Context: an optimization exercise on an open-source flow, tuned for small area and a short achievable clock period. The choices shown serve that exercise and are no tape-out recipe.
Only simulation tests tie the RTL to the original design; equivalence was not proved.
Power is estimated from default activity; no workload was simulated.

File: flow/design.v
package coproc_pkg;
  parameter int operand_w   = 16;    
  parameter int word_w      = 32;    
  parameter int mult_stages = 3;     
  parameter int cold_pulse_ext  = 6;
  parameter int warm_pulse_ext  = 2;
  parameter int debug_pulse_ext = 32;
  parameter int uptime_w = 32;    
  parameter int led_w    = 10;    
  typedef enum logic {
    pulse_idle   = 1'b0,
    pulse_active = 1'b1    
  } pulse_state_t;
endpackage
import coproc_pkg::*;
module pulse_timer #(
  parameter int pulse_ext = cold_pulse_ext    
) (
  input  logic CLOCK_50,
  input  logic hps_fpga_reset_n,
  input  logic load,       
  output logic expired     
);
  localparam int cnt_w = (pulse_ext > 1) ? $clog2(pulse_ext) : 1;
  localparam logic [cnt_w-1:0] load_val = cnt_w'(pulse_ext - 1);
  logic [cnt_w-1:0] cnt_q;
  always_ff @(posedge CLOCK_50 or negedge hps_fpga_reset_n) begin
    if (!hps_fpga_reset_n) begin
      cnt_q <= '0;
    end else if (load) begin
      cnt_q <= load_val;                
    end else if (cnt_q != '0) begin
      cnt_q <= cnt_q - 1'b1;            
    end
  end
  assign expired = (cnt_q == '0) && !load;
endmodule
import coproc_pkg::*;
module reset_req_fsm #(
  parameter int pulse_ext = cold_pulse_ext    
) (
  input  logic CLOCK_50,
  input  logic hps_fpga_reset_n,
  input  logic req,       
  output logic pulse      
);
  logic         req_q;       
  logic         req_prev;    
  logic         rise;
  logic         load;        
  logic         expired;     
  coproc_pkg::pulse_state_t state_q;
  coproc_pkg::pulse_state_t state_d;
  always_ff @(posedge CLOCK_50 or negedge hps_fpga_reset_n) begin
    if (!hps_fpga_reset_n) begin
      req_q    <= 1'b0;
      req_prev <= 1'b0;
    end else begin
      req_q    <= req;        
      req_prev <= req_q;
    end
  end
  assign rise = req_q && !req_prev;    
  always_comb begin
    state_d = state_q;
    case (state_q)
      pulse_idle: begin
        if (rise) state_d = pulse_active;
      end
      pulse_active: begin
        if (expired) state_d = pulse_idle;
      end
      default: state_d = pulse_idle;
    endcase
  end
  always_ff @(posedge CLOCK_50 or negedge hps_fpga_reset_n) begin
    if (!hps_fpga_reset_n) begin
      state_q <= pulse_idle;
    end else begin
      state_q <= state_d;
    end
  end
  assign load  = (state_q == pulse_idle) && rise;
  assign pulse = (state_q == pulse_active);
  pulse_timer #(
    .pulse_ext (pulse_ext)
  ) timer_inst (
    .CLOCK_50         (CLOCK_50),
    .hps_fpga_reset_n (hps_fpga_reset_n),
    .load             (load),
    .expired          (expired)
  );
endmodule
import coproc_pkg::*;
module mult_pipe #(
  parameter int stages = mult_stages    
) (
  input  logic              CLOCK_50,
  input  logic              hps_fpga_reset_n,
  input  logic [word_w-1:0] in_readdata,
  input  logic              in_waitrequest,
  output logic              in_read,
  output logic [word_w-1:0] out_writedata,
  output logic              out_write,
  input  logic              out_waitrequest
);
  logic              stall;
  logic [2:0]        vld_q;           
  logic [15:0]       op_b;            
  logic [16:0]       b_ext;           
  logic [15:0]       a_q;
  logic [7:0]        one_q, two_q, neg_q;
  logic              one8_q;
  logic [7:0]        one_d, two_d, neg_d;
  logic [76:0]       s1_d, s1_q;
  logic [27:0]       x2, y2;
  logic [word_w-1:0] p_d, p_q;
  assign stall   = out_waitrequest;
  assign in_read = !in_waitrequest && !stall;
  always_ff @(posedge CLOCK_50 or negedge hps_fpga_reset_n) begin
    if (!hps_fpga_reset_n) begin
      vld_q <= '0;
    end else if (!stall) begin
      vld_q <= {vld_q[1:0], in_read};
    end
  end
  assign op_b  = in_readdata[word_w-1:operand_w];
  assign b_ext = {op_b, 1'b0};
  always_comb begin
    for (int i = 0; i < 8; i++) begin
      one_d[i] = b_ext[2*i+1] ^ b_ext[2*i];
      two_d[i] = (b_ext[2*i+2] & !b_ext[2*i+1] & !b_ext[2*i]) |
                 (!b_ext[2*i+2] & b_ext[2*i+1] & b_ext[2*i]);
      neg_d[i] = b_ext[2*i+2];
    end
  end
  logic pp1;
  logic pp2;
  logic pp3;
  logic pp4;
  logic pp5;
  logic pp6;
  logic pp7;
  logic pp8;
  logic pp9;
  logic pp10;
  logic pp11;
  logic pp12;
  logic pp13;
  logic pp14;
  logic pp15;
  logic pp16;
  logic pp17;
  logic ns18;
  logic pp19;
  logic pp20;
  logic pp21;
  logic pp22;
  logic pp23;
  logic pp24;
  logic pp25;
  logic pp26;
  logic pp27;
  logic pp28;
  logic pp29;
  logic pp30;
  logic pp31;
  logic pp32;
  logic pp33;
  logic pp34;
  logic pp35;
  logic ns36;
  logic pp37;
  logic pp38;
  logic pp39;
  logic pp40;
  logic pp41;
  logic pp42;
  logic pp43;
  logic pp44;
  logic pp45;
  logic pp46;
  logic pp47;
  logic pp48;
  logic pp49;
  logic pp50;
  logic pp51;
  logic pp52;
  logic pp53;
  logic ns54;
  logic pp55;
  logic pp56;
  logic pp57;
  logic pp58;
  logic pp59;
  logic pp60;
  logic pp61;
  logic pp62;
  logic pp63;
  logic pp64;
  logic pp65;
  logic pp66;
  logic pp67;
  logic pp68;
  logic pp69;
  logic pp70;
  logic pp71;
  logic ns72;
  logic pp73;
  logic pp74;
  logic pp75;
  logic pp76;
  logic pp77;
  logic pp78;
  logic pp79;
  logic pp80;
  logic pp81;
  logic pp82;
  logic pp83;
  logic pp84;
  logic pp85;
  logic pp86;
  logic pp87;
  logic pp88;
  logic pp89;
  logic ns90;
  logic pp91;
  logic pp92;
  logic pp93;
  logic pp94;
  logic pp95;
  logic pp96;
  logic pp97;
  logic pp98;
  logic pp99;
  logic pp100;
  logic pp101;
  logic pp102;
  logic pp103;
  logic pp104;
  logic pp105;
  logic pp106;
  logic pp107;
  logic ns108;
  logic pp109;
  logic pp110;
  logic pp111;
  logic pp112;
  logic pp113;
  logic pp114;
  logic pp115;
  logic pp116;
  logic pp117;
  logic pp118;
  logic pp119;
  logic pp120;
  logic pp121;
  logic pp122;
  logic pp123;
  logic pp124;
  logic pp125;
  logic ns126;
  logic pp127;
  logic pp128;
  logic pp129;
  logic pp130;
  logic pp131;
  logic pp132;
  logic pp133;
  logic pp134;
  logic pp135;
  logic pp136;
  logic pp137;
  logic pp138;
  logic pp139;
  logic pp140;
  logic pp141;
  logic pp142;
  logic pp143;
  logic ns144;
  logic pp145;
  logic pp146;
  logic pp147;
  logic pp148;
  logic pp149;
  logic pp150;
  logic pp151;
  logic pp152;
  logic pp153;
  logic pp154;
  logic pp155;
  logic pp156;
  logic pp157;
  logic pp158;
  logic pp159;
  logic pp160;
  logic s161;
  logic c162;
  logic s163;
  logic c164;
  logic s165;
  logic c166;
  logic s167;
  logic c168;
  logic s169;
  logic c170;
  logic s171;
  logic c172;
  logic s173;
  logic c174;
  logic s175;
  logic c176;
  logic s177;
  logic c178;
  logic s179;
  logic c180;
  logic s181;
  logic c182;
  logic s183;
  logic c184;
  logic s185;
  logic c186;
  logic s187;
  logic c188;
  logic s189;
  logic c190;
  logic s191;
  logic c192;
  logic s193;
  logic c194;
  logic s195;
  logic c196;
  logic s197;
  logic c198;
  logic s199;
  logic c200;
  logic s201;
  logic c202;
  logic s203;
  logic c204;
  logic s205;
  logic c206;
  logic s207;
  logic c208;
  logic s209;
  logic c210;
  logic s211;
  logic c212;
  logic s213;
  logic c214;
  logic s215;
  logic c216;
  logic s217;
  logic c218;
  logic s219;
  logic c220;
  logic s221;
  logic c222;
  logic s223;
  logic c224;
  logic s225;
  logic c226;
  logic s227;
  logic c228;
  logic s229;
  logic c230;
  logic s231;
  logic c232;
  logic s233;
  logic c234;
  logic s235;
  logic c236;
  logic s237;
  logic c238;
  logic s239;
  logic c240;
  logic s241;
  logic c242;
  logic s243;
  logic c244;
  logic s245;
  logic c246;
  logic s247;
  logic c248;
  logic s249;
  logic c250;
  logic s251;
  logic c252;
  logic s253;
  logic c254;
  logic s255;
  logic c256;
  logic s257;
  logic c258;
  logic s259;
  logic c260;
  logic s261;
  logic c262;
  logic s263;
  logic c264;
  logic s265;
  logic c266;
  logic s267;
  logic c268;
  logic s269;
  logic c270;
  logic s271;
  logic c272;
  logic s273;
  logic c274;
  logic s275;
  logic c276;
  logic s277;
  logic c278;
  logic s279;
  logic c280;
  logic s281;
  logic c282;
  logic s283;
  logic c284;
  logic s285;
  logic c286;
  logic s287;
  logic c288;
  logic s289;
  logic c290;
  logic s291;
  logic c292;
  logic s293;
  logic c294;
  logic s295;
  logic c296;
  logic s297;
  logic c298;
  logic s299;
  logic c300;
  logic s301;
  logic c302;
  logic s303;
  logic c304;
  logic s305;
  logic c306;
  logic s307;
  logic c308;
  logic s309;
  logic c310;
  logic s311;
  logic c312;
  logic s313;
  logic c314;
  logic s315;
  logic c316;
  logic s317;
  logic c318;
  logic s319;
  logic c320;
  logic s321;
  logic c322;
  logic s323;
  logic c324;
  logic s325;
  logic c326;
  logic s327;
  logic c328;
  logic s329;
  logic c330;
  logic s331;
  logic c332;
  logic s333;
  logic c334;
  logic s335;
  logic c336;
  logic s337;
  logic c338;
  logic s339;
  logic c340;
  logic s341;
  logic c342;
  logic s343;
  logic c344;
  logic s345;
  logic c346;
  logic s347;
  logic c348;
  logic s349;
  logic c350;
  logic s351;
  logic c352;
  logic s353;
  logic c354;
  logic s355;
  logic c356;
  logic s357;
  logic c358;
  logic s359;
  logic c360;
  logic s361;
  logic c362;
  logic s363;
  logic c364;
  logic s365;
  logic c366;
  logic s367;
  logic c368;
  logic s369;
  logic c370;
  logic s371;
  logic c372;
  logic s373;
  logic c374;
  logic s375;
  logic c376;
  logic s377;
  logic c378;
  logic s379;
  logic c380;
  logic s381;
  logic c382;
  logic s383;
  logic c384;
  logic s385;
  logic c386;
  logic s387;
  logic c388;
  logic s389;
  logic c390;
  logic s391;
  logic c392;
  logic s393;
  logic c394;
  logic s395;
  logic c396;
  logic s397;
  logic c398;
  logic s399;
  logic c400;
  logic s401;
  logic c402;
  logic s403;
  logic c404;
  logic s405;
  logic c406;
  logic s409;
  logic c410;
  logic s411;
  logic c412;
  logic s413;
  logic c414;
  logic s415;
  logic c416;
  logic s417;
  logic c418;
  logic s419;
  logic c420;
  logic s421;
  logic c422;
  logic s423;
  logic c424;
  logic s425;
  logic c426;
  logic s427;
  logic c428;
  logic s429;
  logic c430;
  logic s431;
  logic c432;
  logic s433;
  logic c434;
  logic s435;
  logic c436;
  logic s437;
  logic c438;
  logic s439;
  logic c440;
  logic s441;
  logic c442;
  logic s443;
  logic c444;
  logic s445;
  logic c446;
  logic s447;
  logic c448;
  logic s449;
  logic c450;
  logic s451;
  logic c452;
  logic s453;
  logic c454;
  logic s455;
  logic c456;
  logic s457;
  logic c458;
  logic s459;
  logic c460;
  logic s461;
  logic c462;
  logic s463;
  logic c464;
  logic s465;
  logic c466;
  logic s467;
  logic c468;
  logic s469;
  logic c470;
  logic s471;
  logic c472;
  logic s473;
  logic c474;
  logic s475;
  logic c476;
  logic s477;
  logic c478;
  logic s479;
  logic c480;
  logic s481;
  logic c482;
  logic s483;
  logic c484;
  logic s485;
  logic c486;
  logic s487;
  logic c488;
  logic s489;
  logic c490;
  logic s491;
  logic c492;
  logic s493;
  logic c494;
  assign pp1 = ((one_q[0] & a_q[0])) ^ neg_q[0];
  assign pp2 = ((one_q[0] & a_q[1]) | (two_q[0] & a_q[0])) ^ neg_q[0];
  assign pp3 = ((one_q[0] & a_q[2]) | (two_q[0] & a_q[1])) ^ neg_q[0];
  assign pp4 = ((one_q[0] & a_q[3]) | (two_q[0] & a_q[2])) ^ neg_q[0];
  assign pp5 = ((one_q[0] & a_q[4]) | (two_q[0] & a_q[3])) ^ neg_q[0];
  assign pp6 = ((one_q[0] & a_q[5]) | (two_q[0] & a_q[4])) ^ neg_q[0];
  assign pp7 = ((one_q[0] & a_q[6]) | (two_q[0] & a_q[5])) ^ neg_q[0];
  assign pp8 = ((one_q[0] & a_q[7]) | (two_q[0] & a_q[6])) ^ neg_q[0];
  assign pp9 = ((one_q[0] & a_q[8]) | (two_q[0] & a_q[7])) ^ neg_q[0];
  assign pp10 = ((one_q[0] & a_q[9]) | (two_q[0] & a_q[8])) ^ neg_q[0];
  assign pp11 = ((one_q[0] & a_q[10]) | (two_q[0] & a_q[9])) ^ neg_q[0];
  assign pp12 = ((one_q[0] & a_q[11]) | (two_q[0] & a_q[10])) ^ neg_q[0];
  assign pp13 = ((one_q[0] & a_q[12]) | (two_q[0] & a_q[11])) ^ neg_q[0];
  assign pp14 = ((one_q[0] & a_q[13]) | (two_q[0] & a_q[12])) ^ neg_q[0];
  assign pp15 = ((one_q[0] & a_q[14]) | (two_q[0] & a_q[13])) ^ neg_q[0];
  assign pp16 = ((one_q[0] & a_q[15]) | (two_q[0] & a_q[14])) ^ neg_q[0];
  assign pp17 = ((two_q[0] & a_q[15])) ^ neg_q[0];
  assign ns18 = ~neg_q[0];
  assign pp19 = ((one_q[1] & a_q[0])) ^ neg_q[1];
  assign pp20 = ((one_q[1] & a_q[1]) | (two_q[1] & a_q[0])) ^ neg_q[1];
  assign pp21 = ((one_q[1] & a_q[2]) | (two_q[1] & a_q[1])) ^ neg_q[1];
  assign pp22 = ((one_q[1] & a_q[3]) | (two_q[1] & a_q[2])) ^ neg_q[1];
  assign pp23 = ((one_q[1] & a_q[4]) | (two_q[1] & a_q[3])) ^ neg_q[1];
  assign pp24 = ((one_q[1] & a_q[5]) | (two_q[1] & a_q[4])) ^ neg_q[1];
  assign pp25 = ((one_q[1] & a_q[6]) | (two_q[1] & a_q[5])) ^ neg_q[1];
  assign pp26 = ((one_q[1] & a_q[7]) | (two_q[1] & a_q[6])) ^ neg_q[1];
  assign pp27 = ((one_q[1] & a_q[8]) | (two_q[1] & a_q[7])) ^ neg_q[1];
  assign pp28 = ((one_q[1] & a_q[9]) | (two_q[1] & a_q[8])) ^ neg_q[1];
  assign pp29 = ((one_q[1] & a_q[10]) | (two_q[1] & a_q[9])) ^ neg_q[1];
  assign pp30 = ((one_q[1] & a_q[11]) | (two_q[1] & a_q[10])) ^ neg_q[1];
  assign pp31 = ((one_q[1] & a_q[12]) | (two_q[1] & a_q[11])) ^ neg_q[1];
  assign pp32 = ((one_q[1] & a_q[13]) | (two_q[1] & a_q[12])) ^ neg_q[1];
  assign pp33 = ((one_q[1] & a_q[14]) | (two_q[1] & a_q[13])) ^ neg_q[1];
  assign pp34 = ((one_q[1] & a_q[15]) | (two_q[1] & a_q[14])) ^ neg_q[1];
  assign pp35 = ((two_q[1] & a_q[15])) ^ neg_q[1];
  assign ns36 = ~neg_q[1];
  assign pp37 = ((one_q[2] & a_q[0])) ^ neg_q[2];
  assign pp38 = ((one_q[2] & a_q[1]) | (two_q[2] & a_q[0])) ^ neg_q[2];
  assign pp39 = ((one_q[2] & a_q[2]) | (two_q[2] & a_q[1])) ^ neg_q[2];
  assign pp40 = ((one_q[2] & a_q[3]) | (two_q[2] & a_q[2])) ^ neg_q[2];
  assign pp41 = ((one_q[2] & a_q[4]) | (two_q[2] & a_q[3])) ^ neg_q[2];
  assign pp42 = ((one_q[2] & a_q[5]) | (two_q[2] & a_q[4])) ^ neg_q[2];
  assign pp43 = ((one_q[2] & a_q[6]) | (two_q[2] & a_q[5])) ^ neg_q[2];
  assign pp44 = ((one_q[2] & a_q[7]) | (two_q[2] & a_q[6])) ^ neg_q[2];
  assign pp45 = ((one_q[2] & a_q[8]) | (two_q[2] & a_q[7])) ^ neg_q[2];
  assign pp46 = ((one_q[2] & a_q[9]) | (two_q[2] & a_q[8])) ^ neg_q[2];
  assign pp47 = ((one_q[2] & a_q[10]) | (two_q[2] & a_q[9])) ^ neg_q[2];
  assign pp48 = ((one_q[2] & a_q[11]) | (two_q[2] & a_q[10])) ^ neg_q[2];
  assign pp49 = ((one_q[2] & a_q[12]) | (two_q[2] & a_q[11])) ^ neg_q[2];
  assign pp50 = ((one_q[2] & a_q[13]) | (two_q[2] & a_q[12])) ^ neg_q[2];
  assign pp51 = ((one_q[2] & a_q[14]) | (two_q[2] & a_q[13])) ^ neg_q[2];
  assign pp52 = ((one_q[2] & a_q[15]) | (two_q[2] & a_q[14])) ^ neg_q[2];
  assign pp53 = ((two_q[2] & a_q[15])) ^ neg_q[2];
  assign ns54 = ~neg_q[2];
  assign pp55 = ((one_q[3] & a_q[0])) ^ neg_q[3];
  assign pp56 = ((one_q[3] & a_q[1]) | (two_q[3] & a_q[0])) ^ neg_q[3];
  assign pp57 = ((one_q[3] & a_q[2]) | (two_q[3] & a_q[1])) ^ neg_q[3];
  assign pp58 = ((one_q[3] & a_q[3]) | (two_q[3] & a_q[2])) ^ neg_q[3];
  assign pp59 = ((one_q[3] & a_q[4]) | (two_q[3] & a_q[3])) ^ neg_q[3];
  assign pp60 = ((one_q[3] & a_q[5]) | (two_q[3] & a_q[4])) ^ neg_q[3];
  assign pp61 = ((one_q[3] & a_q[6]) | (two_q[3] & a_q[5])) ^ neg_q[3];
  assign pp62 = ((one_q[3] & a_q[7]) | (two_q[3] & a_q[6])) ^ neg_q[3];
  assign pp63 = ((one_q[3] & a_q[8]) | (two_q[3] & a_q[7])) ^ neg_q[3];
  assign pp64 = ((one_q[3] & a_q[9]) | (two_q[3] & a_q[8])) ^ neg_q[3];
  assign pp65 = ((one_q[3] & a_q[10]) | (two_q[3] & a_q[9])) ^ neg_q[3];
  assign pp66 = ((one_q[3] & a_q[11]) | (two_q[3] & a_q[10])) ^ neg_q[3];
  assign pp67 = ((one_q[3] & a_q[12]) | (two_q[3] & a_q[11])) ^ neg_q[3];
  assign pp68 = ((one_q[3] & a_q[13]) | (two_q[3] & a_q[12])) ^ neg_q[3];
  assign pp69 = ((one_q[3] & a_q[14]) | (two_q[3] & a_q[13])) ^ neg_q[3];
  assign pp70 = ((one_q[3] & a_q[15]) | (two_q[3] & a_q[14])) ^ neg_q[3];
  assign pp71 = ((two_q[3] & a_q[15])) ^ neg_q[3];
  assign ns72 = ~neg_q[3];
  assign pp73 = ((one_q[4] & a_q[0])) ^ neg_q[4];
  assign pp74 = ((one_q[4] & a_q[1]) | (two_q[4] & a_q[0])) ^ neg_q[4];
  assign pp75 = ((one_q[4] & a_q[2]) | (two_q[4] & a_q[1])) ^ neg_q[4];
  assign pp76 = ((one_q[4] & a_q[3]) | (two_q[4] & a_q[2])) ^ neg_q[4];
  assign pp77 = ((one_q[4] & a_q[4]) | (two_q[4] & a_q[3])) ^ neg_q[4];
  assign pp78 = ((one_q[4] & a_q[5]) | (two_q[4] & a_q[4])) ^ neg_q[4];
  assign pp79 = ((one_q[4] & a_q[6]) | (two_q[4] & a_q[5])) ^ neg_q[4];
  assign pp80 = ((one_q[4] & a_q[7]) | (two_q[4] & a_q[6])) ^ neg_q[4];
  assign pp81 = ((one_q[4] & a_q[8]) | (two_q[4] & a_q[7])) ^ neg_q[4];
  assign pp82 = ((one_q[4] & a_q[9]) | (two_q[4] & a_q[8])) ^ neg_q[4];
  assign pp83 = ((one_q[4] & a_q[10]) | (two_q[4] & a_q[9])) ^ neg_q[4];
  assign pp84 = ((one_q[4] & a_q[11]) | (two_q[4] & a_q[10])) ^ neg_q[4];
  assign pp85 = ((one_q[4] & a_q[12]) | (two_q[4] & a_q[11])) ^ neg_q[4];
  assign pp86 = ((one_q[4] & a_q[13]) | (two_q[4] & a_q[12])) ^ neg_q[4];
  assign pp87 = ((one_q[4] & a_q[14]) | (two_q[4] & a_q[13])) ^ neg_q[4];
  assign pp88 = ((one_q[4] & a_q[15]) | (two_q[4] & a_q[14])) ^ neg_q[4];
  assign pp89 = ((two_q[4] & a_q[15])) ^ neg_q[4];
  assign ns90 = ~neg_q[4];
  assign pp91 = ((one_q[5] & a_q[0])) ^ neg_q[5];
  assign pp92 = ((one_q[5] & a_q[1]) | (two_q[5] & a_q[0])) ^ neg_q[5];
  assign pp93 = ((one_q[5] & a_q[2]) | (two_q[5] & a_q[1])) ^ neg_q[5];
  assign pp94 = ((one_q[5] & a_q[3]) | (two_q[5] & a_q[2])) ^ neg_q[5];
  assign pp95 = ((one_q[5] & a_q[4]) | (two_q[5] & a_q[3])) ^ neg_q[5];
  assign pp96 = ((one_q[5] & a_q[5]) | (two_q[5] & a_q[4])) ^ neg_q[5];
  assign pp97 = ((one_q[5] & a_q[6]) | (two_q[5] & a_q[5])) ^ neg_q[5];
  assign pp98 = ((one_q[5] & a_q[7]) | (two_q[5] & a_q[6])) ^ neg_q[5];
  assign pp99 = ((one_q[5] & a_q[8]) | (two_q[5] & a_q[7])) ^ neg_q[5];
  assign pp100 = ((one_q[5] & a_q[9]) | (two_q[5] & a_q[8])) ^ neg_q[5];
  assign pp101 = ((one_q[5] & a_q[10]) | (two_q[5] & a_q[9])) ^ neg_q[5];
  assign pp102 = ((one_q[5] & a_q[11]) | (two_q[5] & a_q[10])) ^ neg_q[5];
  assign pp103 = ((one_q[5] & a_q[12]) | (two_q[5] & a_q[11])) ^ neg_q[5];
  assign pp104 = ((one_q[5] & a_q[13]) | (two_q[5] & a_q[12])) ^ neg_q[5];
  assign pp105 = ((one_q[5] & a_q[14]) | (two_q[5] & a_q[13])) ^ neg_q[5];
  assign pp106 = ((one_q[5] & a_q[15]) | (two_q[5] & a_q[14])) ^ neg_q[5];
  assign pp107 = ((two_q[5] & a_q[15])) ^ neg_q[5];
  assign ns108 = ~neg_q[5];
  assign pp109 = ((one_q[6] & a_q[0])) ^ neg_q[6];
  assign pp110 = ((one_q[6] & a_q[1]) | (two_q[6] & a_q[0])) ^ neg_q[6];
  assign pp111 = ((one_q[6] & a_q[2]) | (two_q[6] & a_q[1])) ^ neg_q[6];
  assign pp112 = ((one_q[6] & a_q[3]) | (two_q[6] & a_q[2])) ^ neg_q[6];
  assign pp113 = ((one_q[6] & a_q[4]) | (two_q[6] & a_q[3])) ^ neg_q[6];
  assign pp114 = ((one_q[6] & a_q[5]) | (two_q[6] & a_q[4])) ^ neg_q[6];
  assign pp115 = ((one_q[6] & a_q[6]) | (two_q[6] & a_q[5])) ^ neg_q[6];
  assign pp116 = ((one_q[6] & a_q[7]) | (two_q[6] & a_q[6])) ^ neg_q[6];
  assign pp117 = ((one_q[6] & a_q[8]) | (two_q[6] & a_q[7])) ^ neg_q[6];
  assign pp118 = ((one_q[6] & a_q[9]) | (two_q[6] & a_q[8])) ^ neg_q[6];
  assign pp119 = ((one_q[6] & a_q[10]) | (two_q[6] & a_q[9])) ^ neg_q[6];
  assign pp120 = ((one_q[6] & a_q[11]) | (two_q[6] & a_q[10])) ^ neg_q[6];
  assign pp121 = ((one_q[6] & a_q[12]) | (two_q[6] & a_q[11])) ^ neg_q[6];
  assign pp122 = ((one_q[6] & a_q[13]) | (two_q[6] & a_q[12])) ^ neg_q[6];
  assign pp123 = ((one_q[6] & a_q[14]) | (two_q[6] & a_q[13])) ^ neg_q[6];
  assign pp124 = ((one_q[6] & a_q[15]) | (two_q[6] & a_q[14])) ^ neg_q[6];
  assign pp125 = ((two_q[6] & a_q[15])) ^ neg_q[6];
  assign ns126 = ~neg_q[6];
  assign pp127 = ((one_q[7] & a_q[0])) ^ neg_q[7];
  assign pp128 = ((one_q[7] & a_q[1]) | (two_q[7] & a_q[0])) ^ neg_q[7];
  assign pp129 = ((one_q[7] & a_q[2]) | (two_q[7] & a_q[1])) ^ neg_q[7];
  assign pp130 = ((one_q[7] & a_q[3]) | (two_q[7] & a_q[2])) ^ neg_q[7];
  assign pp131 = ((one_q[7] & a_q[4]) | (two_q[7] & a_q[3])) ^ neg_q[7];
  assign pp132 = ((one_q[7] & a_q[5]) | (two_q[7] & a_q[4])) ^ neg_q[7];
  assign pp133 = ((one_q[7] & a_q[6]) | (two_q[7] & a_q[5])) ^ neg_q[7];
  assign pp134 = ((one_q[7] & a_q[7]) | (two_q[7] & a_q[6])) ^ neg_q[7];
  assign pp135 = ((one_q[7] & a_q[8]) | (two_q[7] & a_q[7])) ^ neg_q[7];
  assign pp136 = ((one_q[7] & a_q[9]) | (two_q[7] & a_q[8])) ^ neg_q[7];
  assign pp137 = ((one_q[7] & a_q[10]) | (two_q[7] & a_q[9])) ^ neg_q[7];
  assign pp138 = ((one_q[7] & a_q[11]) | (two_q[7] & a_q[10])) ^ neg_q[7];
  assign pp139 = ((one_q[7] & a_q[12]) | (two_q[7] & a_q[11])) ^ neg_q[7];
  assign pp140 = ((one_q[7] & a_q[13]) | (two_q[7] & a_q[12])) ^ neg_q[7];
  assign pp141 = ((one_q[7] & a_q[14]) | (two_q[7] & a_q[13])) ^ neg_q[7];
  assign pp142 = ((one_q[7] & a_q[15]) | (two_q[7] & a_q[14])) ^ neg_q[7];
  assign pp143 = ((two_q[7] & a_q[15])) ^ neg_q[7];
  assign ns144 = ~neg_q[7];
  assign pp145 = one8_q & a_q[0];
  assign pp146 = one8_q & a_q[1];
  assign pp147 = one8_q & a_q[2];
  assign pp148 = one8_q & a_q[3];
  assign pp149 = one8_q & a_q[4];
  assign pp150 = one8_q & a_q[5];
  assign pp151 = one8_q & a_q[6];
  assign pp152 = one8_q & a_q[7];
  assign pp153 = one8_q & a_q[8];
  assign pp154 = one8_q & a_q[9];
  assign pp155 = one8_q & a_q[10];
  assign pp156 = one8_q & a_q[11];
  assign pp157 = one8_q & a_q[12];
  assign pp158 = one8_q & a_q[13];
  assign pp159 = one8_q & a_q[14];
  assign pp160 = one8_q & a_q[15];
  assign s161 = ~ns18;
  assign c162 = ns18;
  assign s163 = ~pp147;
  assign c164 = pp147;
  mult_ha u_s165 (.a(neg_q[5]), .b(pp11), .s(s165), .co(c166));
  mult_ha u_s167 (.a(pp12), .b(pp28), .s(s167), .co(c168));
  mult_fa u_s169 (.a(neg_q[6]), .b(pp13), .c(pp29), .s(s169), .co(c170));
  mult_ha u_s171 (.a(pp45), .b(pp61), .s(s171), .co(c172));
  mult_fa u_s173 (.a(pp14), .b(pp30), .c(pp46), .s(s173), .co(c174));
  mult_ha u_s175 (.a(pp62), .b(pp78), .s(s175), .co(c176));
  mult_fa u_s177 (.a(neg_q[7]), .b(pp15), .c(pp31), .s(s177), .co(c178));
  mult_fa u_s179 (.a(pp47), .b(pp63), .c(pp79), .s(s179), .co(c180));
  mult_ha u_s181 (.a(pp95), .b(pp111), .s(s181), .co(c182));
  mult_fa u_s183 (.a(pp16), .b(pp32), .c(pp48), .s(s183), .co(c184));
  mult_fa u_s185 (.a(pp64), .b(pp80), .c(pp96), .s(s185), .co(c186));
  mult_ha u_s187 (.a(pp112), .b(pp128), .s(s187), .co(c188));
  mult_fa u_s189 (.a(pp145), .b(pp17), .c(pp33), .s(s189), .co(c190));
  mult_fa u_s191 (.a(pp49), .b(pp65), .c(pp81), .s(s191), .co(c192));
  mult_fa u_s193 (.a(pp97), .b(pp113), .c(pp129), .s(s193), .co(c194));
  mult_fa u_s195 (.a(pp146), .b(s161), .c(pp34), .s(s195), .co(c196));
  mult_fa u_s197 (.a(pp50), .b(pp66), .c(pp82), .s(s197), .co(c198));
  mult_fa u_s199 (.a(pp98), .b(pp114), .c(pp130), .s(s199), .co(c200));
  mult_fa u_s201 (.a(c162), .b(s163), .c(pp35), .s(s201), .co(c202));
  mult_fa u_s203 (.a(pp51), .b(pp67), .c(pp83), .s(s203), .co(c204));
  mult_fa u_s205 (.a(pp99), .b(pp115), .c(pp131), .s(s205), .co(c206));
  mult_fa u_s207 (.a(ns36), .b(pp148), .c(c164), .s(s207), .co(c208));
  mult_fa u_s209 (.a(pp52), .b(pp68), .c(pp84), .s(s209), .co(c210));
  mult_fa u_s211 (.a(pp100), .b(pp116), .c(pp132), .s(s211), .co(c212));
  assign s213 = ~(pp149 ^ pp53);
  assign c214 = pp149 | pp53;
  mult_fa u_s215 (.a(pp69), .b(pp85), .c(pp101), .s(s215), .co(c216));
  mult_ha u_s217 (.a(pp117), .b(pp133), .s(s217), .co(c218));
  mult_fa u_s219 (.a(ns54), .b(pp150), .c(pp70), .s(s219), .co(c220));
  mult_fa u_s221 (.a(pp86), .b(pp102), .c(pp118), .s(s221), .co(c222));
  assign s223 = ~(pp151 ^ pp71);
  assign c224 = pp151 | pp71;
  mult_ha u_s225 (.a(pp87), .b(pp103), .s(s225), .co(c226));
  mult_fa u_s227 (.a(ns72), .b(pp152), .c(pp88), .s(s227), .co(c228));
  assign s229 = ~pp153;
  assign c230 = pp153;
  mult_ha u_s231 (.a(neg_q[3]), .b(pp7), .s(s231), .co(c232));
  mult_ha u_s233 (.a(pp8), .b(pp24), .s(s233), .co(c234));
  mult_fa u_s235 (.a(neg_q[4]), .b(pp9), .c(pp25), .s(s235), .co(c236));
  mult_ha u_s237 (.a(pp41), .b(pp57), .s(s237), .co(c238));
  mult_fa u_s239 (.a(pp10), .b(pp26), .c(pp42), .s(s239), .co(c240));
  mult_ha u_s241 (.a(pp58), .b(pp74), .s(s241), .co(c242));
  mult_fa u_s243 (.a(pp27), .b(pp43), .c(pp59), .s(s243), .co(c244));
  mult_fa u_s245 (.a(pp75), .b(pp91), .c(s165), .s(s245), .co(c246));
  mult_fa u_s247 (.a(pp44), .b(pp60), .c(pp76), .s(s247), .co(c248));
  mult_fa u_s249 (.a(pp92), .b(c166), .c(s167), .s(s249), .co(c250));
  mult_fa u_s251 (.a(pp77), .b(pp93), .c(pp109), .s(s251), .co(c252));
  mult_fa u_s253 (.a(c168), .b(s171), .c(s169), .s(s253), .co(c254));
  mult_fa u_s255 (.a(pp94), .b(pp110), .c(c172), .s(s255), .co(c256));
  mult_fa u_s257 (.a(s175), .b(c170), .c(s173), .s(s257), .co(c258));
  mult_fa u_s259 (.a(pp127), .b(c176), .c(s181), .s(s259), .co(c260));
  mult_fa u_s261 (.a(c174), .b(s177), .c(s179), .s(s261), .co(c262));
  mult_fa u_s263 (.a(c182), .b(s187), .c(c178), .s(s263), .co(c264));
  mult_fa u_s265 (.a(c180), .b(s183), .c(s185), .s(s265), .co(c266));
  mult_fa u_s267 (.a(c188), .b(c184), .c(c186), .s(s267), .co(c268));
  mult_fa u_s269 (.a(s189), .b(s191), .c(s193), .s(s269), .co(c270));
  mult_fa u_s271 (.a(c190), .b(c192), .c(c194), .s(s271), .co(c272));
  mult_fa u_s273 (.a(s195), .b(s197), .c(s199), .s(s273), .co(c274));
  mult_fa u_s275 (.a(c196), .b(c198), .c(c200), .s(s275), .co(c276));
  mult_fa u_s277 (.a(s201), .b(s203), .c(s205), .s(s277), .co(c278));
  mult_fa u_s279 (.a(s207), .b(c202), .c(c204), .s(s279), .co(c280));
  mult_fa u_s281 (.a(c206), .b(s209), .c(s211), .s(s281), .co(c282));
  mult_fa u_s283 (.a(c208), .b(s217), .c(c210), .s(s283), .co(c284));
  mult_fa u_s285 (.a(c212), .b(s213), .c(s215), .s(s285), .co(c286));
  mult_fa u_s287 (.a(pp134), .b(c218), .c(c214), .s(s287), .co(c288));
  mult_fa u_s289 (.a(c216), .b(s219), .c(s221), .s(s289), .co(c290));
  mult_fa u_s291 (.a(pp119), .b(pp135), .c(s225), .s(s291), .co(c292));
  mult_fa u_s293 (.a(c220), .b(c222), .c(s223), .s(s293), .co(c294));
  mult_fa u_s295 (.a(pp104), .b(pp120), .c(pp136), .s(s295), .co(c296));
  mult_fa u_s297 (.a(c226), .b(c224), .c(s227), .s(s297), .co(c298));
  mult_fa u_s299 (.a(s229), .b(pp89), .c(pp105), .s(s299), .co(c300));
  mult_fa u_s301 (.a(pp121), .b(pp137), .c(c228), .s(s301), .co(c302));
  mult_fa u_s303 (.a(ns90), .b(pp154), .c(c230), .s(s303), .co(c304));
  mult_fa u_s305 (.a(pp106), .b(pp122), .c(pp138), .s(s305), .co(c306));
  assign s307 = ~(pp155 ^ pp107);
  assign c308 = pp155 | pp107;
  mult_ha u_s309 (.a(pp123), .b(pp139), .s(s309), .co(c310));
  mult_fa u_s311 (.a(ns108), .b(pp156), .c(pp124), .s(s311), .co(c312));
  assign s313 = ~pp157;
  assign c314 = pp157;
  mult_ha u_s315 (.a(neg_q[2]), .b(pp5), .s(s315), .co(c316));
  mult_ha u_s317 (.a(pp6), .b(pp22), .s(s317), .co(c318));
  mult_fa u_s319 (.a(pp23), .b(pp39), .c(pp55), .s(s319), .co(c320));
  mult_fa u_s321 (.a(pp40), .b(pp56), .c(c232), .s(s321), .co(c322));
  mult_fa u_s323 (.a(pp73), .b(c234), .c(s237), .s(s323), .co(c324));
  mult_fa u_s325 (.a(c238), .b(s241), .c(c236), .s(s325), .co(c326));
  mult_fa u_s327 (.a(c242), .b(c240), .c(s243), .s(s327), .co(c328));
  mult_fa u_s329 (.a(c244), .b(s247), .c(c246), .s(s329), .co(c330));
  mult_fa u_s331 (.a(c248), .b(s251), .c(c250), .s(s331), .co(c332));
  mult_fa u_s333 (.a(c252), .b(s255), .c(c254), .s(s333), .co(c334));
  mult_fa u_s335 (.a(c256), .b(s259), .c(c258), .s(s335), .co(c336));
  mult_fa u_s337 (.a(c260), .b(c262), .c(s263), .s(s337), .co(c338));
  mult_fa u_s339 (.a(c264), .b(c266), .c(s267), .s(s339), .co(c340));
  mult_fa u_s341 (.a(c268), .b(c270), .c(s271), .s(s341), .co(c342));
  mult_fa u_s343 (.a(c272), .b(c274), .c(s275), .s(s343), .co(c344));
  mult_fa u_s345 (.a(c276), .b(c278), .c(s279), .s(s345), .co(c346));
  mult_fa u_s347 (.a(c280), .b(c282), .c(s283), .s(s347), .co(c348));
  mult_fa u_s349 (.a(c284), .b(c286), .c(s287), .s(s349), .co(c350));
  mult_fa u_s351 (.a(s291), .b(c288), .c(c290), .s(s351), .co(c352));
  mult_fa u_s353 (.a(s295), .b(c292), .c(c294), .s(s353), .co(c354));
  mult_fa u_s355 (.a(c296), .b(s299), .c(c298), .s(s355), .co(c356));
  mult_fa u_s357 (.a(s303), .b(c300), .c(s305), .s(s357), .co(c358));
  mult_fa u_s359 (.a(c304), .b(s309), .c(c306), .s(s359), .co(c360));
  mult_fa u_s361 (.a(pp140), .b(c310), .c(c308), .s(s361), .co(c362));
  mult_fa u_s363 (.a(s313), .b(pp125), .c(pp141), .s(s363), .co(c364));
  mult_fa u_s365 (.a(ns126), .b(pp158), .c(c314), .s(s365), .co(c366));
  assign s367 = ~pp159;
  assign c368 = pp159;
  mult_ha u_s369 (.a(neg_q[1]), .b(pp3), .s(s369), .co(c370));
  mult_ha u_s371 (.a(pp4), .b(pp20), .s(s371), .co(c372));
  mult_fa u_s373 (.a(pp21), .b(pp37), .c(s315), .s(s373), .co(c374));
  mult_fa u_s375 (.a(pp38), .b(c316), .c(s317), .s(s375), .co(c376));
  mult_fa u_s377 (.a(c318), .b(s231), .c(s319), .s(s377), .co(c378));
  mult_fa u_s379 (.a(s233), .b(c320), .c(s321), .s(s379), .co(c380));
  mult_fa u_s381 (.a(s235), .b(c322), .c(s323), .s(s381), .co(c382));
  mult_fa u_s383 (.a(s239), .b(c324), .c(s325), .s(s383), .co(c384));
  mult_fa u_s385 (.a(s245), .b(c326), .c(s327), .s(s385), .co(c386));
  mult_ha u_s387 (.a(s307), .b(c358), .s(s387), .co(c388));
  mult_fa u_s389 (.a(s311), .b(c360), .c(s361), .s(s389), .co(c390));
  mult_fa u_s391 (.a(c312), .b(s363), .c(c362), .s(s391), .co(c392));
  mult_fa u_s393 (.a(pp142), .b(s365), .c(c364), .s(s393), .co(c394));
  mult_fa u_s395 (.a(s367), .b(c366), .c(pp143), .s(s395), .co(c396));
  mult_fa u_s397 (.a(ns144), .b(pp160), .c(c368), .s(s397), .co(c398));
  mult_ha u_s399 (.a(neg_q[0]), .b(pp1), .s(s399), .co(c400));
  mult_ha u_s401 (.a(pp2), .b(c400), .s(s401), .co(c402));
  mult_fa u_s403 (.a(pp19), .b(s369), .c(c402), .s(s403), .co(c404));
  mult_fa u_s405 (.a(c370), .b(s371), .c(c404), .s(s405), .co(c406));
  assign s1_d = {s397, c396, s395, c394, s393, c392, s391, c390, s389, c388, s359, s387, c356, s357, c302, s355, c354, s301, s353, c352, s297, s351, c350, s293, s349, c348, s289, s347, c346, s285, s345, c344, s281, s343, c342, s277, s341, c340, s273, s339, c338, s269, s337, c336, s265, s335, c334, s261, s333, c332, s257, s331, c330, s253, s329, c328, s249, c386, s385, c384, s383, c382, s381, c380, s379, c378, s377, c376, s375, c374, c406, s373, c372, s405, s403, s401, s399};
  mult_ha u_s409 (.a(s1_q[19]), .b(s1_q[20]), .s(s409), .co(c410));
  mult_ha u_s411 (.a(s1_q[23]), .b(s1_q[24]), .s(s411), .co(c412));
  mult_ha u_s413 (.a(s1_q[26]), .b(s1_q[27]), .s(s413), .co(c414));
  mult_ha u_s415 (.a(s1_q[29]), .b(s1_q[30]), .s(s415), .co(c416));
  mult_ha u_s417 (.a(s1_q[32]), .b(s1_q[33]), .s(s417), .co(c418));
  mult_ha u_s419 (.a(s1_q[35]), .b(s1_q[36]), .s(s419), .co(c420));
  mult_ha u_s421 (.a(s1_q[38]), .b(s1_q[39]), .s(s421), .co(c422));
  mult_ha u_s423 (.a(s1_q[41]), .b(s1_q[42]), .s(s423), .co(c424));
  mult_ha u_s425 (.a(s1_q[44]), .b(s1_q[45]), .s(s425), .co(c426));
  mult_ha u_s427 (.a(s1_q[47]), .b(s1_q[48]), .s(s427), .co(c428));
  mult_ha u_s429 (.a(s1_q[50]), .b(s1_q[51]), .s(s429), .co(c430));
  mult_ha u_s431 (.a(s1_q[53]), .b(s1_q[54]), .s(s431), .co(c432));
  mult_ha u_s433 (.a(s1_q[56]), .b(s1_q[57]), .s(s433), .co(c434));
  mult_ha u_s435 (.a(s1_q[59]), .b(s1_q[60]), .s(s435), .co(c436));
  mult_ha u_s437 (.a(s1_q[62]), .b(s1_q[63]), .s(s437), .co(c438));
  mult_ha u_s439 (.a(s1_q[4]), .b(s1_q[5]), .s(s439), .co(c440));
  mult_ha u_s441 (.a(s1_q[7]), .b(s1_q[8]), .s(s441), .co(c442));
  mult_ha u_s443 (.a(s1_q[9]), .b(s1_q[10]), .s(s443), .co(c444));
  mult_ha u_s445 (.a(s1_q[11]), .b(s1_q[12]), .s(s445), .co(c446));
  mult_ha u_s447 (.a(s1_q[13]), .b(s1_q[14]), .s(s447), .co(c448));
  mult_ha u_s449 (.a(s1_q[15]), .b(s1_q[16]), .s(s449), .co(c450));
  mult_ha u_s451 (.a(s1_q[17]), .b(s1_q[18]), .s(s451), .co(c452));
  mult_fa u_s453 (.a(s1_q[21]), .b(s1_q[22]), .c(s409), .s(s453), .co(c454));
  mult_fa u_s455 (.a(s1_q[25]), .b(c410), .c(s411), .s(s455), .co(c456));
  mult_fa u_s457 (.a(s1_q[28]), .b(c412), .c(s413), .s(s457), .co(c458));
  mult_fa u_s459 (.a(s1_q[31]), .b(c414), .c(s415), .s(s459), .co(c460));
  mult_fa u_s461 (.a(s1_q[34]), .b(c416), .c(s417), .s(s461), .co(c462));
  mult_fa u_s463 (.a(s1_q[37]), .b(c418), .c(s419), .s(s463), .co(c464));
  mult_fa u_s465 (.a(s1_q[40]), .b(c420), .c(s421), .s(s465), .co(c466));
  mult_fa u_s467 (.a(s1_q[43]), .b(c422), .c(s423), .s(s467), .co(c468));
  mult_fa u_s469 (.a(s1_q[46]), .b(c424), .c(s425), .s(s469), .co(c470));
  mult_fa u_s471 (.a(s1_q[49]), .b(c426), .c(s427), .s(s471), .co(c472));
  mult_fa u_s473 (.a(s1_q[52]), .b(c428), .c(s429), .s(s473), .co(c474));
  mult_fa u_s475 (.a(s1_q[55]), .b(c430), .c(s431), .s(s475), .co(c476));
  mult_fa u_s477 (.a(s1_q[58]), .b(c432), .c(s433), .s(s477), .co(c478));
  mult_fa u_s479 (.a(s1_q[61]), .b(c434), .c(s435), .s(s479), .co(c480));
  mult_fa u_s481 (.a(s1_q[64]), .b(c436), .c(s437), .s(s481), .co(c482));
  mult_fa u_s483 (.a(s1_q[65]), .b(s1_q[66]), .c(c438), .s(s483), .co(c484));
  mult_ha u_s485 (.a(s1_q[67]), .b(s1_q[68]), .s(s485), .co(c486));
  mult_ha u_s487 (.a(s1_q[69]), .b(s1_q[70]), .s(s487), .co(c488));
  mult_ha u_s489 (.a(s1_q[71]), .b(s1_q[72]), .s(s489), .co(c490));
  mult_ha u_s491 (.a(s1_q[73]), .b(s1_q[74]), .s(s491), .co(c492));
  mult_ha u_s493 (.a(s1_q[75]), .b(s1_q[76]), .s(s493), .co(c494));
  assign x2  = {c492, c490, c488, c486, c484, c482, c480, c478, c476, c474, c472, c470, c468, c466, c464, c462, c460, c458, c456, c454, c452, c450, c448, c446, c444, c442, c440, s439};
  assign y2  = {s493, s491, s489, s487, s485, s483, s481, s479, s477, s475, s473, s471, s469, s467, s465, s463, s461, s459, s457, s455, s453, s451, s449, s447, s445, s443, s441, s1_q[6]};
  assign p_d = {x2 + y2, {s1_q[3], s1_q[2], s1_q[1], s1_q[0]}};
  always_ff @(posedge CLOCK_50) begin
    if (!stall) begin
      a_q    <= in_readdata[operand_w-1:0];
      one_q  <= one_d;
      two_q  <= two_d;
      neg_q  <= neg_d;
      one8_q <= op_b[15];
      s1_q   <= s1_d;
      p_q    <= p_d;
    end
  end
  assign out_write     = vld_q[2];
  assign out_writedata = p_q;
endmodule
module mult_fa (
  input  logic a,
  input  logic b,
  input  logic c,
  output logic s,
  output logic co
);
  assign s  = a ^ b ^ c;
  assign co = (a & b) | (c & (a ^ b));
endmodule
module mult_ha (
  input  logic a,
  input  logic b,
  output logic s,
  output logic co
);
  assign s  = a ^ b;
  assign co = a & b;
endmodule
import coproc_pkg::*;
module coproc_top (
  input  logic                CLOCK_50,
  input  logic                hps_fpga_reset_n,
  input  logic [word_w-1:0]   in_readdata,
  input  logic                in_waitrequest,
  output logic                in_read,
  output logic [word_w-1:0]   out_writedata,
  output logic                out_write,
  input  logic                out_waitrequest,
  input  logic [2:0]          reset_req,
  output logic                cold_reset,
  output logic                warm_reset,
  output logic                debug_reset,
  output logic [uptime_w-1:0] status_count,
  output logic [led_w-1:0]    ledr
);
  logic [uptime_w-1:0] uptime_q;    
  mult_pipe #(
    .stages (mult_stages)
  ) mult_inst (
    .CLOCK_50         (CLOCK_50),
    .hps_fpga_reset_n (hps_fpga_reset_n),
    .in_readdata      (in_readdata),
    .in_waitrequest   (in_waitrequest),
    .in_read          (in_read),
    .out_writedata    (out_writedata),
    .out_write        (out_write),
    .out_waitrequest  (out_waitrequest)
  );
  reset_req_fsm #(
    .pulse_ext (cold_pulse_ext)
  ) cold_req_inst (
    .CLOCK_50         (CLOCK_50),
    .hps_fpga_reset_n (hps_fpga_reset_n),
    .req              (reset_req[0]),
    .pulse            (cold_reset)
  );
  reset_req_fsm #(
    .pulse_ext (warm_pulse_ext)
  ) warm_req_inst (
    .CLOCK_50         (CLOCK_50),
    .hps_fpga_reset_n (hps_fpga_reset_n),
    .req              (reset_req[1]),
    .pulse            (warm_reset)
  );
  reset_req_fsm #(
    .pulse_ext (debug_pulse_ext)
  ) debug_req_inst (
    .CLOCK_50         (CLOCK_50),
    .hps_fpga_reset_n (hps_fpga_reset_n),
    .req              (reset_req[2]),
    .pulse            (debug_reset)
  );
  localparam int grp_w = 8;
  localparam int n_grp = uptime_w / grp_w;
  logic [uptime_w-1:0] uptime_d;
  logic [n_grp-1:0]    grp_cin;
  logic [grp_w:0]      carry [n_grp];    
  assign grp_cin[0] = 1'b1;
  for (genvar g = 1; g < n_grp; g++) begin : g_cin
    assign grp_cin[g] = grp_cin[g-1] & (&uptime_q[g*grp_w-1 -: grp_w]);
  end
  for (genvar g = 0; g < n_grp; g++) begin : g_grp
    for (genvar i = 0; i < grp_w; i++) begin : g_bit
      if (g == 0 && i == 0) begin : g_lsb
        assign uptime_d[0]  = !uptime_q[0];
        assign carry[0][1]  = uptime_q[0];
      end else begin : g_ha
        uptime_ha ha_inst (
          .a  (uptime_q[g*grp_w+i]),
          .b  ((i == 0) ? grp_cin[g] : carry[g][i]),
          .s  (uptime_d[g*grp_w+i]),
          .co (carry[g][i+1])
        );
      end
    end
  end
  always_ff @(posedge CLOCK_50 or negedge hps_fpga_reset_n) begin
    if (!hps_fpga_reset_n) begin
      uptime_q <= '0;
    end else begin
      uptime_q <= uptime_d;    
    end
  end
  assign status_count = uptime_q;                        
  assign ledr         = uptime_q[uptime_w-1 -: led_w];   
endmodule
module uptime_ha (
  input  logic a,
  input  logic b,
  output logic s,
  output logic co
);
  assign s  = a ^ b;
  assign co = a & b;
endmodule
File: flow/flow/run.sh
#!/bin/bash
# Layout flow: the standard ORFS flow, with the port buffers that the
# placement step inserts made from sky130_fd_sc_hd__buf_1, which the timing
# repair may then resize, instead of the delay-cell buffer the resizer picks.
set -euo pipefail
bash standard.sh "BUFFER_PORTS_ARGS=-buffer_cell sky130_fd_sc_hd__buf_1" finish > orfs_make.log 2>&1
File: flow/standard.sh
#!/bin/bash
# synth_recipe.tcl (not shown) runs the flow's synth.tcl, then flattens the netlist and writes it again
# the make line also repeats each setting of config.mk as NAME=value (left out here)
make -C /OpenROAD-flow-scripts/flow DESIGN_CONFIG=/design/flow/config.mk WORK_HOME=/design/flow/orfs CLKGATE_MAP_FILE= SYNTH_SCRIPT=/design/flow/synth_recipe.tcl "${@:-finish}"
File: flow/config.mk
export PLATFORM = sky130hd
export DESIGN_NAME = coproc_top
export DESIGN_NICKNAME = coproc_top
export VERILOG_FILES = /design/flow/design.v
export SDC_FILE = /design/flow/constraint.sdc
export NUM_CORES = 4
export LEC_CHECK = 0
export CAP_MARGIN = 20
export CORE_MARGIN = 2
export CORE_UTILIZATION = 55
export CTS_BUF_LIST = sky130_fd_sc_hd__clkbuf_4 sky130_fd_sc_hd__clkbuf_8
export SETUP_SLACK_MARGIN = 3.7
export SLEW_MARGIN = 20
export SYNTH_HIERARCHICAL = 1
File: flow/constraint.sdc
create_clock -name core_clock -period 6.8 [get_ports {CLOCK_50}]
set_input_delay 1.3600 -clock core_clock [delete_from_list [all_inputs] [get_ports {CLOCK_50}]]
set_output_delay 1.3600 -clock core_clock [all_outputs]
set_load 0.01 [all_outputs]
==> flow_summary.ini, run 1 <==
[cts]
cts_buffers = 36
numClockSinks = 202
h-tree-depth = 2
clkSlewWorstSetupHoldPaths_ns = 0.06
cts_buffer_depth = 3
clock_latency_ns = 0.54
cts_tree = yes
root_buffer = clkbuf_8

[critical_path]
path_cells = a22oi_1, xnor2_1, fa_1, fa_1, fa_1
crit_required_ns = 7.06
cpMaxStageDelayCell = edfxtp_1
path_buf_inv = 0
cp.depth = 5
arrival_ns = 3.30
end_kind = flip-flop
startpoint_type = flip-flop
reg2reg_slack_ns = 3.75
worstPathMaxFanout = 17
path_class = reg2reg
crit_top_cell = fa_1
r2r_cells = 5
slowest_delay_ns = 0.83
cp_top_family = adder cells

[outcome]
status = finished clean

[place]
io_buffers = 117
dp_cells = 1450
hpwl_mm = 19.9
gp_congestion = 0.884

[layout]
instances_no_fill = 1549
final_common_cell = xnor2_1
diodes = 0
syn2layout_area_growth_pct = 12.5
num-nets-final = 1454
final_cell_mix = xnor2_1 (152), edfxtp_1 (149), a22oi_1 (120)
drive_gt1_frac = 0.124

[detailed_routing]
drt.antenna.violating_nets = 0
wirelength_mm = 29.4
route.vias.total = 8727
viasPerCell = 5.63
drtPass1Iterations = 5
drt_iter0_drc = 602
drc = 0
wire_per_inst_um = 19.0

[global_routing]
grtUsageTotal = 0.227
antenna_found_initial = 0
grt_overflow = 0
grt_pass1_vias = 8827
grt_max_degree = 55
grt_pass1_wl_mm = 47.0

[sta]
finalHoldViolations = 0
setup_total_negative_slack_ns = 0
slew_headroom = 0.493
fin_crit_ns = 3.05
tightestPinTransition_ns = 0.760
setup_viol = 0
fmax_ghz = 0.328
finalCritPeriodShare = 0.448
drv_slew = 0
rsz0062_at_grt = true
clock_skew_ns = 0.0263

[yosys]
ys_seq_area_frac = 0.417
synth_area_um2 = 13900
synth.avg_cell_area_um2 = 12.7
yosys_warnings = 16
syn-instance-count = 1094
ys_async_sr_fraction = 0.262
synth_edf_count = 149
ys_seq_elements = 202
synth_ff_type = edfxtp_1
yosysUniqueCellTypes = 59
syn_nets = 1356

[die]
core.rowCount = 58
core_um2 = 25000
initial_core_util = 0.557
die_x_um = 163
ios = 118
dieHeight_um = 163
die_area_um2 = 26600

[worst_hold_path]
worstHoldPathType = reg2reg
holdPathStages = 0

[power_and_ir_drop]
powerDensity_nw_per_um2 = 569
p_leak_nw = 6.26
vdd_drop_max_uv = 301

[flow_run]
drv_cap = 0
## cell families after synthesis
group,Yosys count,share of synthesized area
AOI/OAI and AO/OA,222,0.115
buffers and inverters,132,0.0401
and+or+nand+nor,141,0.0563
adders and majority gates,223,0.261
muxes,3,0.00234
DFF,202,0.417
xor gates and xnor gates,171,0.108
## where the power goes
| group | internal, mW | switching [mW] | total (mW) |
|---|---|---|---|
| Sequential | 2.05 | 0.226 | 2.28 |
| Clock | 0.683 | 0.508 | 1.19 |
| Combinational | 2.33 | 3.09 | 5.42 |
| Total | 5.07 | 3.83 | 8.89 |
## through the flow
stage	cell area, um^2	total power, mW	hold slack [ns]	util	worst slack (ns)
4_1_cts	15200	8.56	0.365	0.608	3.68
5_1_grt	15600	9.69	0.376	0.627	3.69
2_1_floorplan	13900	6.02	0.344	-	2.90
3_5_place_dp	14400	7.25	0.356	0.576	3.16
3_3_place_gp	14400	7.22	0.348	0.575	3.16
6_report	15600	8.89	0.363	0.627	3.75
## final cells by class
cell class | count | area [um^2]
flip-flops and latches | 202 | 5800
clock inverters | 18 | 173
clock buffers | 47 | 584
multi-input cells | 760 | 7680
fillers | 2022 | 9320
repair buffers | 158 | 857
well taps | 330 | 413
inverters | 34 | 131
## sequential cells by signal, summed over array words and instances, names as in the netlist, 3 cells and up
register                         count
mult_inst.two_q                      8
mult_inst.one_q                      8
uptime_q                            32
cold_req_inst.timer_inst.cnt_q       3
mult_inst.s1_q                      77
mult_inst.p_q                       32
mult_inst.a_q                       16
debug_req_inst.timer_inst.cnt_q      5
mult_inst.neg_q                      7
mult_inst.vld_q                      3
## layer usage
metal  share of wire  vias up  global-route usage  wire (um)
met3           0.072       63              0.0502       2120
met4           0.028        0              0.0732        824
met2            0.45      322               0.352      13200
met5               0        -                   0          0
li1                -     4092                   -          -
met1            0.45     4250               0.320      13300
## per-module statistics from Yosys, one instance, submodules excluded, excerpt
| module | cells inside | copies in the design | cell area, um^2 |
|---|---|---|---|
| coproc_top | 54 | 1 | 963 |
| mult_ha | 1 | 47 | 12.5 |
| uptime_ha | 1 | 31 | 12.5 |
| mult_fa | 1 | 111 | 20.0 |
## worst paths after layout
kind,startpoint,end
worst max-delay path,mult_inst.a_q[13]$_DFFE_PN_,mult_inst.s1_q[34]$_DFFE_PN_
worst min-delay path,debug_req_inst.req_q$_DFF_PN0_,debug_req_inst.req_prev$_DFF_PN0_
worst max register to register,mult_inst.a_q[13]$_DFFE_PN_,mult_inst.s1_q[34]$_DFFE_PN_
worst min register to register,debug_req_inst.req_q$_DFF_PN0_,debug_req_inst.req_prev$_DFF_PN0_
max in group asynchronous,hps_fpga_reset_n,uptime_q[7]$_DFF_PN0_
min in group asynchronous,hps_fpga_reset_n,cold_req_inst.timer_inst.cnt_q[2]$_DFFE_PN0P_
## Yosys cell counts, drive strengths merged (2+ instances only)
cell type  instances  area share
nand2b             9      0.0041
nand2             47       0.013
a2111oi            2      0.0013
xor2              19       0.012
a221oi             2      0.0017
and3               3      0.0014
o21bai             4      0.0022
xnor2            152       0.096
a211o              2      0.0013
buf               27       0.012
nor2b             10      0.0047
fa               112        0.16
clkbuf            71       0.019
o21ai             24      0.0086
a21o              14      0.0076
ha               111        0.10
a21boi             2      0.0014
a211oi             2      0.0011
nor2              20      0.0054
nor3               8      0.0029
and2              11      0.0050
o211ai             8      0.0047
nor4               2      0.0018
or3                2     0.00090
nand4              9      0.0050
mux2               2      0.0016
o31ai              6      0.0040
nor3b              5      0.0038
a22oi            120       0.065
a21oi             26       0.010
edfxtp           149        0.32
nand3              5      0.0018
inv               34      0.0092
dfrtp             53       0.095
a31oi              4      0.0018
nand3b             7      0.0038
a221o              2      0.0014
## what timing repair did
item,CTS,global route
setup buffers,1,31
pin swaps,1,6
hold buffers,0,0
endpoints found under the setup margin,3,26
endpoints found under the hold margin,0,0
resized for setup,8,33
==> run 2, diff against run 1 <==
--- a/flow/config.mk
+++ b/flow/config.mk
@@ -9,5 +9,4 @@
 export CORE_MARGIN = 2
 export CORE_UTILIZATION = 55
-export CTS_BUF_LIST = sky130_fd_sc_hd__clkbuf_4 sky130_fd_sc_hd__clkbuf_8
 export SETUP_SLACK_MARGIN = 3.7
 export SLEW_MARGIN = 20
==> run 2 against run 1 <==
Critical path depth fell by 2. Register-to-register slack better by 0.02 ns. Combinational power decreased by 0.7%. Clock-buffer cell count down 20. Critical path type is now in2out. Sequential share of layout area down 0.22 points. Synthesized cell count unchanged. Final cell count is 0.97% lower. Global-route usage is 0.38 points lower. Largest cell class unchanged.
==> flow_summary.ini, run 2 <==
[yosys]
synth_top_cell_area_share = 0.322
synth_area_um2 = 13900
ys_async_sr_fraction = 0.262
synth_area_leaders = edfxtp_1 (32%), fa_1 (16%), ha_1 (10%), xnor2_1 (9.6%), dfrtp_1 (9.5%)
yosys-top-cells-count = xnor2_1 (152), edfxtp_1 (149), a22oi_1 (120), fa_1 (112), ha_1 (111)
ys_seq_elements = 202
ys_seq_area_frac = 0.417
synth_ff_type = edfxtp_1
syn-instance-count = 1094
synth_largest_area_cell = edfxtp_1
synth_edf_count = 149
yosys_warnings = 16
yosysUniqueCellTypes = 59
syn_nets = 1356
yosysMostFrequentCell = xnor2_1
synth.avg_cell_area_um2 = 12.7

[power_and_ir_drop]
p_leak_nw = 6.28
powerDensity_nw_per_um2 = 568
vdd_drop_max_uv = 310

[sta]
clock_skew_ns = 0.0181
rsz0062_at_grt = true
setup_viol = 0
drv_slew = 0
finalCritPeriodShare = 0.448
slew_headroom = 0.502
fin_crit_ns = 3.05
tightestPinTransition_ns = 0.746
finalHoldViolations = 0
setup_total_negative_slack_ns = 0
fmax_ghz = 0.328

[critical_path]
path_class = in2out
end_kind = output pin
path_cells = buf_6, nor2_4, buf_6
worstPathMaxFanout = 5
startpoint_type = input pin
crit_top_cell = buf_6
arrival_ns = 1.69
cpMaxStageDelayCell = buf_6
slowest_delay_ns = 0.11
crit_required_ns = 5.44

[place]
dp_cells = 1450
hpwl_mm = 19.9
placed_area_um2 = 14400
gp_congestion = 0.884
io_buffers = 117

[layout]
instances_no_fill = 1534
fin_util = 0.630
regMostFlops = mult_inst.s1_q
syn2layout_area_growth_pct = 13.2
final_common_cell = xnor2_1
diodes = 0
largest_reg_flops = 77
num-nets-final = 1448
fin_area_um2 = 15700
top_regs = mult_inst.s1_q x77, mult_inst.p_q x32, uptime_q x32
drive_gt1_frac = 0.113
final_cell_mix = xnor2_1 (152), edfxtp_1 (149), a22oi_1 (120)

[outcome]
status = finished clean

[die]
die_area_um2 = 26600
core_um2 = 25000
core.rowCount = 58
dieHeight_um = 163
ios = 118
initial_core_util = 0.557
die_x_um = 163

[cts]
cts_buffers = 24
h-tree-depth = 1
root_buffer = clkbuf_16
numClockSinks = 202
cts_tree = yes
clock_latency_ns = 0.52
cts_buffer_depth = 3
hold_buffers = 0
clkSlewWorstSetupHoldPaths_ns = 0.06

[detailed_routing]
wirelength_mm = 29.2
drtPass1Iterations = 5
route.vias.total = 8674
wire_per_inst_um = 19.0
drt.antenna.violating_nets = 0
viasPerCell = 5.65
drc = 0
drt_iter0_drc = 571

[flow_run]
drv_cap = 0

[global_routing]
antenna_found_initial = 0
grt_max_degree = 55
grt_overflow = 0
grtUsageTotal = 0.223
grt_pass1_wl_mm = 46.5
grt_pass1_vias = 8683

[worst_hold_path]
worstHoldPathType = reg2reg
run 2: cell counts after synthesis:
No cell type changed its count.
run 2: area by class of cell:
class,instances,area [um^2]
fill,2003,9230
multi-input combinational,760,7670
sequential,202,5800
timing repair buffer,164,915
clock buffer,27,612
tap,330,413
clock inverter,17,194
inverter,34,131
run 2: per-layer routing:
layer | global-route usage | part of all wire | up-vias
met5 | 0 | 0 | -
met1 | 0.322 | 0.46 | 4265
met3 | 0.0344 | 0.053 | 51
li1 | - | - | 4081
met2 | 0.351 | 0.46 | 277
met4 | 0.0692 | 0.028 | 0
run 2: through the flow:
step	hold slack, ns	setup slack (ns)	power, mW
after floorplan	0.344	2.90	6.02
after global placement	0.348	3.16	7.22
after detailed placement	0.356	3.16	7.25
after CTS	0.370	3.68	8.64
after global routing	0.379	3.69	9.74
final	0.369	3.75	8.94
run 2: power breakdown:
| group | total (mW) | internal [mW] | switching, mW |
|---|---|---|---|
| sequential | 2.27 | 2.05 | 0.220 |
| combinational | 5.38 | 2.32 | 3.07 |
| clock | 1.28 | 0.770 | 0.511 |
| total | 8.94 | 5.14 | 3.80 |
run 2: worst paths after layout:
path / from / to / slack, ns / cells after the start
max: out_waitrequest / in_read / 3.75 / 3
min: cold_req_inst.req_q$_DFF_PN0_ / cold_req_inst.req_prev$_DFF_PN0_ / 0.37 / 0
max reg2reg: mult_inst.s1_q[53]$_DFFE_PN_ / mult_inst.p_q[29]$_DFFE_PN_ / 3.77 / 9
min reg2reg: cold_req_inst.req_q$_DFF_PN0_ / cold_req_inst.req_prev$_DFF_PN0_ / 0.37 / 0
max in group asynchronous: hps_fpga_reset_n / uptime_q[16]$_DFF_PN0_ / 5.39 / 2
min in group asynchronous: hps_fpga_reset_n / cold_req_inst.timer_inst.cnt_q[2]$_DFFE_PN0P_ / 0.95 / 2
run 2: worst max-delay path, delay by kind of cell:
kind                   cells  cell delay (ns)
AND/OR/NAND/NOR            1             0.11
buffers and inverters      2             0.21
run 2: what timing repair did:
item,4_1_cts,5_1_grt
resized for setup,7,31
setup buffers,1,37
endpoints found under the hold margin,0,0
pin swaps,1,5
setup endpoints to repair,3,26
run 2: kinds of logic after synthesis:
logic type	after synthesis	share of synthesized area
mux	3	0.00234
compound gates	222	0.115
simple gates	141	0.0563
xor+xnor	171	0.108
buf+inv	132	0.0401
flops	202	0.417
fa+ha+maj	223	0.261
run 2: modules after synthesis, one instance, submodules excluded, excerpt:
| module | copies in the design | area (um^2) |
|---|---|---|
| mult_fa | 111 | 20.0 |
| coproc_top | 1 | 963 |
| uptime_ha | 31 | 12.5 |
| mult_ha | 47 | 12.5 |

==> re-timing with driven ports <==
Ports are ideal in the flow. The routed layouts listed here were re-timed in OpenROAD. Step 1 sets driving cells, clkbuf_16 on the clock port and buf_2 on the other inputs (assumed; they add their load-dependent delay and slew). Step 2 moves the port delays by t, midway between the first and last clock arrival at a register: inputs arrive t later, outputs are due t later. That takes back most of the time a late clock gives input paths. a / b / c = ideal ports / drivers / drivers and shift; a / b = the first two.
| run | t, ns | setup WS [ns] | worst setup path after step 2 | latest minus earliest clock arrival (ns) | worst register clock-pin slew, ns |
|---|---|---|---|---|---|
| run 1 | 0.578 | 3.754 / 3.721 / 3.721 | input to output | 0.026 / 0.026 | 0.07 / 0.07 |
| run 2 | 0.564 | 3.754 / 3.721 / 3.721 | input to output | 0.018 / 0.019 | 0.06 / 0.06 |
After both steps every run listed still meets setup and hold.
